This design comes from an exercise in tuning for a short achievable clock period and few clock cycles on the open sky130 flow, not from production work. RTL that was checked went through simulation tests only; none was proved equivalent to the original. Power figures rest on the tool's default switching activity, not on a simulated workload.

Setup of the previous run:
## core_top
module core_top (
    input  logic        clk,
    input  logic        rst,
    output logic [19:0] rom_addr,
    input  logic [7:0]  rom_data,
    output logic        mem_en,
    output logic        mem_we,
    output logic [19:0] mem_addr,
    output logic [15:0] mem_wdata,
    input  logic [15:0] mem_rdata,
    output logic        halted
);
    localparam logic [1:0] R_OP    = 2'd0;
    localparam logic [1:0] R_MODRM = 2'd1;
    localparam logic [1:0] R_D0    = 2'd2;
    localparam logic [1:0] R_D1    = 2'd3;
    localparam logic [15:0] K_DATA = 16'h1000;
    localparam logic [15:0] K_PUSH = 16'h1FFE;   
    localparam logic [15:0] K_POP  = 16'h2000;
    logic [15:0] pc;
    logic [7:0]  b;          
    logic [1:0]  role;       
    logic        disc;       
    logic        need2;      
    logic        fe_done;    
    logic [7:0]  op_r;
    logic [7:0]  m_r;
    logic [7:0]  lo_r;
    logic        hlt_seen;
    logic        inst_mem;   
    logic        p_mr, p_d1, p_d2, p_push, p_pop, p_hlt;
    logic        p_mod11, p_nd1, p_nd2;
    logic        o_imm, o_a;
    logic [15:0] rom_pc;     
    logic        u_valid;
    logic        u_load, u_store, u_push, u_pop, u_imm;
    logic [2:0]  u_dst;
    logic [15:0] u_k;
    logic        u_bx, u_bp, u_si, u_di, u_sp, u_stack;
    logic        u_easy;     
    logic [7:0]  u_selw;     
    logic [7:0]  u_selb;     
    logic [7:0]  u_wlo;      
    logic [7:0]  u_whi;      
    logic [7:0]  u_rmask;    
    logic [7:0]  u_wmask;    
    logic [15:0] regs [8];
    logic [7:0]  ld1_m, ld2_m, ld3_m;    
    logic        m_mem, m_we, m_stack;
    logic [15:0] m_s, m_c, m_wdata;
    logic        stall;
    logic        go;
    assign rom_addr = {4'h0, rom_pc};
    logic        n_valid, n_load, n_store, n_push, n_pop, n_imm;
    logic [2:0]  n_dst;
    logic [15:0] n_k;
    logic        n_bx, n_bp, n_si, n_di, n_sp, n_stack;
    logic        n_easy;
    logic [7:0]  n_selw, n_selb, n_wlo, n_whi;
    logic [7:0]  n_rmask, n_wmask;
    logic [1:0]  role_n;
  ...
export LEC_CHECK = 0
export ABC_CLOCK_PERIOD_IN_PS = 2500
export CAP_MARGIN = 20
export CORE_MARGIN = 2
export CORE_UTILIZATION = 60
export SLEW_MARGIN = 20
create_clock -name core_clock -period 8.0 [get_ports {clk}]
standard.sh (not shown) runs the stock make flow with config.mk's settings and CLKGATE_MAP_FILE= SYNTH_SCRIPT=/design/flow/synth_recipe.tcl, a recipe that flattens the netlist after the stock synthesis.
==> flow/flow/run.sh <==
#!/bin/bash
# The standard layout, with timing repair aimed at a setup slack of 5.5 ns.
set -euo pipefail
bash standard.sh SETUP_SLACK_MARGIN=5.5 finish > make_finish.log 2>&1
> inputs changed (the previous run -> the current run)
-- flow/design.v --
<<< the previous run, line 69
    logic        disc_n;
    logic        need2_n;
    logic        skip;
    logic        d_hlt;
    function automatic logic [7:0] onehot(input logic [2:0] i);
>>> the current run, line 69
    logic        disc_n;
    logic        need2_n;
    logic        d_hlt;
    function automatic logic [7:0] onehot(input logic [2:0] i);
<<< the previous run, line 137
        disc_n  = 1'b0;
        need2_n = need2;
        skip    = 1'b0;
        d_hlt   = 1'b0;
        case (role)
>>> the current run, line 136
        disc_n  = 1'b0;
        need2_n = need2;
        d_hlt   = 1'b0;
        case (role)
<<< the previous run, line 186
                    end
                end else if (!op_r[0]) begin
                    if (p_nd1) begin
                        role_n  = R_D0;
                        disc_n  = 1'b1;
                        need2_n = 1'b0;
                    end
                    if (p_nd2) begin
                        role_n = R_D1;
                        disc_n = 1'b1;
                        skip   = 1'b1;
                    end
                end else if (!p_nd1 && !p_nd2) begin
                    mem_uop(op_r, b);
>>> the current run, line 184
                    end
                end else if (!op_r[0]) begin
                end else if (!p_nd1 && !p_nd2) begin
                    mem_uop(op_r, b);
<<< the previous run, line 285
    logic        hlt_now;
    logic [15:0] pc_1, pc_2;
    logic [15:0] rom_pc_1, rom_pc_2;
    assign rom_pc_1 = {pc[15:1] + 15'(pc[0]), !pc[0]};
    assign rom_pc_2 = {pc[15:1] + 15'd1, pc[0]};
    logic        halted_n;
    assign halted_n = halted ||
>>> the current run, line 273
    logic        hlt_now;
    logic [15:0] pc_1, pc_2;
    logic [15:0] rom_pc_1, rom_pc_2, rom_pc_3, pc_3;
    assign rom_pc_1 = {pc[15:1] + 15'(pc[0]), !pc[0]};
    assign rom_pc_2 = {pc[15:1] + 15'd1, pc[0]};
    assign rom_pc_3 = {pc[15:1] + 15'd1 + 15'(pc[0]), !pc[0]};
    assign pc_3     = pc + 16'd3;
    logic        f_bform;
    logic [1:0]  f_nd;
    logic        skip1, skip2;
    assign f_bform = (role == R_OP) && p_mr && !b[0] && !fe_done;
    assign f_nd    = disp_n(rom_data);
    assign skip1   = f_bform && f_nd == 2'd1;
    assign skip2   = f_bform && f_nd == 2'd2;
    logic [15:0] pc_n, rom_pc_n;
    assign pc_n     = ({16{skip2}} & pc_3) | ({16{skip1}} & pc_2) |
                      ({16{!skip1 && !skip2}} & pc_1);
    assign rom_pc_n = ({16{skip2}} & rom_pc_3) | ({16{skip1}} & rom_pc_2) |
                      ({16{!skip1 && !skip2}} & rom_pc_1);
    logic        halted_n;
    assign halted_n = halted ||
<<< the previous run, line 300
    assign sp_n    = ({16{u_push}} & sp_m2) | ({16{!u_push}} & sp_p2);
    logic        byp;
    logic [15:0] so;         
    logic [16:0] ea17;       
    assign byp  = go & u_mem & u_easy & !m_mem;
    assign so   = u_push ? sp_m2 : sp;
    assign ea17 = u_stack ? {so[15:13] == 3'b111, so[15:13] + 3'd1, so[12:0]}
                          : {u_k[15:12] == 4'h0, u_k};
    assign a1r   = ({16{u_bx}} & regs[3]) | ({16{u_bp}} & regs[5]) | ({16{u_sp}} & regs[4]);
>>> the current run, line 302
    assign sp_n    = ({16{u_push}} & sp_m2) | ({16{!u_push}} & sp_p2);
    logic        byp;
    logic [16:0] ea17;       
    assign byp  = go & (u_load | u_pop) & u_easy & !m_mem;
    assign ea17 = u_stack ? {sp[15:13] == 3'b111, sp[15:13] + 3'd1, sp[12:0]}
                          : {u_k[15:12] == 4'h0, u_k};
    assign a1r   = ({16{u_bx}} & regs[3]) | ({16{u_bp}} & regs[5]) | ({16{u_sp}} & regs[4]);
<<< the previous run, line 315
    logic        b_last;
    assign b_last  = (role == R_OP    && !(p_mr | p_d1 | p_d2)) ||
                     (role == R_MODRM && !(p_nd1 | p_nd2)) ||
                     (role == R_D0    && !need2) ||
                     (role == R_D1);
>>> the current run, line 315
    logic        b_last;
    assign b_last  = (role == R_OP    && !(p_mr | p_d1 | p_d2)) ||
                     (role == R_MODRM && (!op_r[0] || !(p_nd1 | p_nd2))) ||
                     (role == R_D0    && !need2) ||
                     (role == R_D1);
<<< the previous run, line 362
        end else begin
            if (!stall) begin
                pc      <= skip ? pc_2 : pc_1;
                role    <= role_n;
                disc    <= disc_n;
>>> the current run, line 362
        end else begin
            if (!stall) begin
                pc      <= pc_n;
                role    <= role_n;
                disc    <= disc_n;
<<< the previous run, line 375
                hlt_seen <= 1'b1;
            end
            rom_pc <= stall ? pc : (skip ? rom_pc_2 : rom_pc_1);
            ld1_m  <= (go && !byp && (u_load || u_pop)) ? onehot(u_dst) : 8'h00;
            ld2_m  <= ld1_m | ((byp && (u_load || u_pop)) ? onehot(u_dst) : 8'h00);
>>> the current run, line 375
                hlt_seen <= 1'b1;
            end
            rom_pc <= stall ? pc : rom_pc_n;
            ld1_m  <= (go && !byp && (u_load || u_pop)) ? onehot(u_dst) : 8'h00;
            ld2_m  <= ld1_m | ((byp && (u_load || u_pop)) ? onehot(u_dst) : 8'h00);
<<< the previous run, line 439
        m_c       <= {(a1[14:0] & a2[14:0]) | (a1[14:0] & u_k[14:0]) | (a2[14:0] & u_k[14:0]), 1'b0};
        m_wdata   <= ewv;
        if (byp) begin
            mem_we    <= u_store | u_push;
            mem_addr  <= {3'b000, ea17};
            mem_wdata <= ewv;
        end else begin
            mem_we    <= m_we;
            mem_addr  <= {3'b000, m_stack ? (t[15:13] == 3'b000) : (t[15:12] == 4'h0), t};
            mem_wdata <= m_wdata;
        end
    end
endmodule
>>> the current run, line 439
        m_c       <= {(a1[14:0] & a2[14:0]) | (a1[14:0] & u_k[14:0]) | (a2[14:0] & u_k[14:0]), 1'b0};
        m_wdata   <= ewv;
        mem_we    <= m_we & !byp;
        mem_addr  <= byp ? {3'b000, ea17}
                         : {3'b000, m_stack ? (t[15:13] == 3'b000) : (t[15:12] == 4'h0), t};
        mem_wdata <= m_wdata;
    end
endmodule
==> results.txt <==
- From the previous run to the current run the numbers moved as follows: average instance area after synthesis -about 4.5%; sequential share of layout area -1.7 points; power consumption +about 13%; multi-input logic area +9.9%; global-route wire length before repair +about 4.7%.
- The current run vs the previous run, first element of the critical path: rom_pc[4]$_DFF_PN0_ vs mem_wdata[2]$_DFF_P_
- Between the current run and the previous run, it is the current run whose number of antenna violations at the first check in global routing is higher, by 2.
- The previous run → the current run: cell-internal power picked up an extra about 7%; hold slack lost 0.047 ns.
No run of this note included a check of the RTL's function; only the layout flow was run.


## v26
Another version of the RTL of core_top (not shown whole).
Size: about 2200 cells after synthesis, ~390 flip-flops, roughly 85 I/O pins, about 0.021 mm2 of cells after synthesis.
==> flow/design.v (excerpt) <==
module core_top (
    input  logic        clk,
    input  logic        rst,
    output logic [19:0] rom_addr,
    input  logic [7:0]  rom_data,
    output logic        mem_en,
    output logic        mem_we,
    output logic [19:0] mem_addr,
    output logic [15:0] mem_wdata,
    input  logic [15:0] mem_rdata,
    output logic        halted
);
    localparam logic [1:0] R_OP    = 2'd0;
    localparam logic [1:0] R_MODRM = 2'd1;
    localparam logic [1:0] R_D0    = 2'd2;
    localparam logic [1:0] R_D1    = 2'd3;
    localparam logic [15:0] K_DATA = 16'h1000;
    localparam logic [15:0] K_PUSH = 16'h1FFE;   
    localparam logic [15:0] K_POP  = 16'h2000;
    logic [15:0] pc;
    logic [7:0]  b;          
    logic [1:0]  role;       
    logic        disc;       
    logic        need2;      
    logic        fe_done;    
    logic [7:0]  op_r;
    logic [7:0]  m_r;
    logic [7:0]  lo_r;
    logic        hlt_seen;
    logic        inst_mem;   
    logic        p_mr, p_d1, p_d2, p_push, p_pop, p_hlt;
    logic        p_mod11, p_nd1, p_nd2;
    logic        o_imm, o_a;
    logic [15:0] rom_pc;     
    logic        u_valid;
  ...
==> flow/config.mk <==
export PLATFORM = sky130hd
export DESIGN_NAME = core_top
export DESIGN_NICKNAME = core_top
export VERILOG_FILES = /design/flow/design.v
export SDC_FILE = /design/flow/constraint.sdc
export NUM_CORES = 4
export LEC_CHECK = 0
export ABC_CLOCK_PERIOD_IN_PS = 2500
export CAP_MARGIN = 20
export CORE_MARGIN = 2
export CORE_UTILIZATION = 60
export SLEW_MARGIN = 20
==> flow/constraint.sdc <==
create_clock -name core_clock -period 8.0 [get_ports {clk}]
set_input_delay 1.6000 -clock core_clock [delete_from_list [all_inputs] [get_ports {clk}]]
set_output_delay 1.6000 -clock core_clock [all_outputs]
set_load 0.01 [all_outputs]
Scripts as last shown in full above: flow/flow/run.sh
v26 | status: complete | timing, DRC, antenna: pass
Inputs modified between v26 and v23:
-- flow/design.v --
<<< v26, line 69
    logic        disc_n;
    logic        need2_n;
    logic        d_hlt;
    function automatic logic [7:0] onehot(input logic [2:0] i);
>>> v23, line 69
    logic        disc_n;
    logic        need2_n;
    logic        skip;
    logic        d_hlt;
    function automatic logic [7:0] onehot(input logic [2:0] i);
<<< v26, line 136
        disc_n  = 1'b0;
        need2_n = need2;
        d_hlt   = 1'b0;
        case (role)
>>> v23, line 137
        disc_n  = 1'b0;
        need2_n = need2;
        skip    = 1'b0;
        d_hlt   = 1'b0;
        case (role)
<<< v26, line 184
                    end
                end else if (!op_r[0]) begin
                end else if (!p_nd1 && !p_nd2) begin
                    mem_uop(op_r, b);
>>> v23, line 186
                    end
                end else if (!op_r[0]) begin
                    if (p_nd1) begin
                        role_n  = R_D0;
                        disc_n  = 1'b1;
                        need2_n = 1'b0;
                    end
                    if (p_nd2) begin
                        role_n = R_D1;
                        disc_n = 1'b1;
                        skip   = 1'b1;
                    end
                end else if (!p_nd1 && !p_nd2) begin
                    mem_uop(op_r, b);
<<< v26, line 273
    logic        hlt_now;
    logic [15:0] pc_1, pc_2;
    logic [15:0] rom_pc_1, rom_pc_2, rom_pc_3, pc_3;
    assign rom_pc_1 = {pc[15:1] + 15'(pc[0]), !pc[0]};
    assign rom_pc_2 = {pc[15:1] + 15'd1, pc[0]};
    assign rom_pc_3 = {pc[15:1] + 15'd1 + 15'(pc[0]), !pc[0]};
    assign pc_3     = pc + 16'd3;
    logic        f_bform;
    logic [1:0]  f_nd;
    logic        skip1, skip2;
    assign f_bform = (role == R_OP) && p_mr && !b[0] && !fe_done;
    assign f_nd    = disp_n(rom_data);
    assign skip1   = f_bform && f_nd == 2'd1;
    assign skip2   = f_bform && f_nd == 2'd2;
    logic        halted_n;
    assign halted_n = halted ||
>>> v23, line 285
    logic        hlt_now;
    logic [15:0] pc_1, pc_2;
    logic [15:0] rom_pc_1, rom_pc_2;
    assign rom_pc_1 = {pc[15:1] + 15'(pc[0]), !pc[0]};
    assign rom_pc_2 = {pc[15:1] + 15'd1, pc[0]};
    logic        halted_n;
    assign halted_n = halted ||
<<< v26, line 310
    logic        b_last;
    assign b_last  = (role == R_OP    && !(p_mr | p_d1 | p_d2)) ||
                     (role == R_MODRM && (!op_r[0] || !(p_nd1 | p_nd2))) ||
                     (role == R_D0    && !need2) ||
                     (role == R_D1);
>>> v23, line 313
    logic        b_last;
    assign b_last  = (role == R_OP    && !(p_mr | p_d1 | p_d2)) ||
                     (role == R_MODRM && !(p_nd1 | p_nd2)) ||
                     (role == R_D0    && !need2) ||
                     (role == R_D1);
<<< v26, line 357
        end else begin
            if (!stall) begin
                pc      <= skip2 ? pc_3 : (skip1 ? pc_2 : pc_1);
                role    <= role_n;
                disc    <= disc_n;
>>> v23, line 360
        end else begin
            if (!stall) begin
                pc      <= skip ? pc_2 : pc_1;
                role    <= role_n;
                disc    <= disc_n;
<<< v26, line 370
                hlt_seen <= 1'b1;
            end
            rom_pc <= stall ? pc : (skip2 ? rom_pc_3 : (skip1 ? rom_pc_2 : rom_pc_1));
            ld1_m  <= (go && !byp && (u_load || u_pop)) ? onehot(u_dst) : 8'h00;
            ld2_m  <= ld1_m | ((byp && (u_load || u_pop)) ? onehot(u_dst) : 8'h00);
>>> v23, line 373
                hlt_seen <= 1'b1;
            end
            rom_pc <= stall ? pc : (skip ? rom_pc_2 : rom_pc_1);
            ld1_m  <= (go && !byp && (u_load || u_pop)) ? onehot(u_dst) : 8'h00;
            ld2_m  <= ld1_m | ((byp && (u_load || u_pop)) ? onehot(u_dst) : 8'h00);
## What came out
v23 vs. v26: synthesized cell count fell 124, sequential fraction of the synthesis area has increased, synthesized area shrank by 3.1%, worst setup slack now sits higher. Going from v26 to v23, number of cells on the critical path now sits lower, routed via count went down 1041, post-synthesis to final-layout area growth decreased 0.98 points, simple-gate area share of the yosys netlist went down 0.46 points, switching share of total power fell 3.0 points. Compared with v26, v23 shows a post-route minimum period that is 300 ps lower. Looking at critical path start-end classification, the input port to register result is from v26; the register to output port one comes from v23. The total power consumption of the routed design reported for v23 is smaller than that of v26 by 1.9%. Comparing v23 and v26, final cell count is lower on v23.
Testbench counts of v23, summed over its fixed seeds: cycles 31,863.
For v26, only the layout was checked, not whether the RTL still works.

static timing again, ports no longer ideal:
Ports are ideal in the flow. The routed layouts listed here were re-timed in OpenROAD. Step 1 sets driving cells, clkbuf_16 on the clock port and buf_2 on the other inputs (assumed; they add their load-dependent delay and slew). Step 2 times the ports against the registers' clock, not the clock port: input delays grow and output delays shrink by t, the midpoint of the rising clock arrivals with the driver on. Slacks: no drivers / after step 1 / after step 2; pairs: no drivers / after step 1.
run	t (ns)	slack for setup (ns)	hold slack, ns	clock arrival spread, ns	cell pins on the clock port's net
the previous run	0.650	5.220 / 5.166 / 4.806	0.372 / 0.372 / 0.372	0.032 / 0.032	1
the current run	0.641	5.268 / 5.208 / 4.735	0.325 / 0.325 / 0.325	0.021 / 0.021	1
v26	0.645	4.993 / 5.016 / 4.370	0.321 / 0.321 / 0.321	0.024 / 0.023	1
v23	0.635	5.292 / 5.240 / 4.883	0.325 / 0.325 / 0.325	0.018 / 0.019	1
After both steps setup and hold are still met in every run listed. For v26, which loses most, drivers alone change the setup slack by +0.023 ns; drivers and shift together by -0.623 ns.
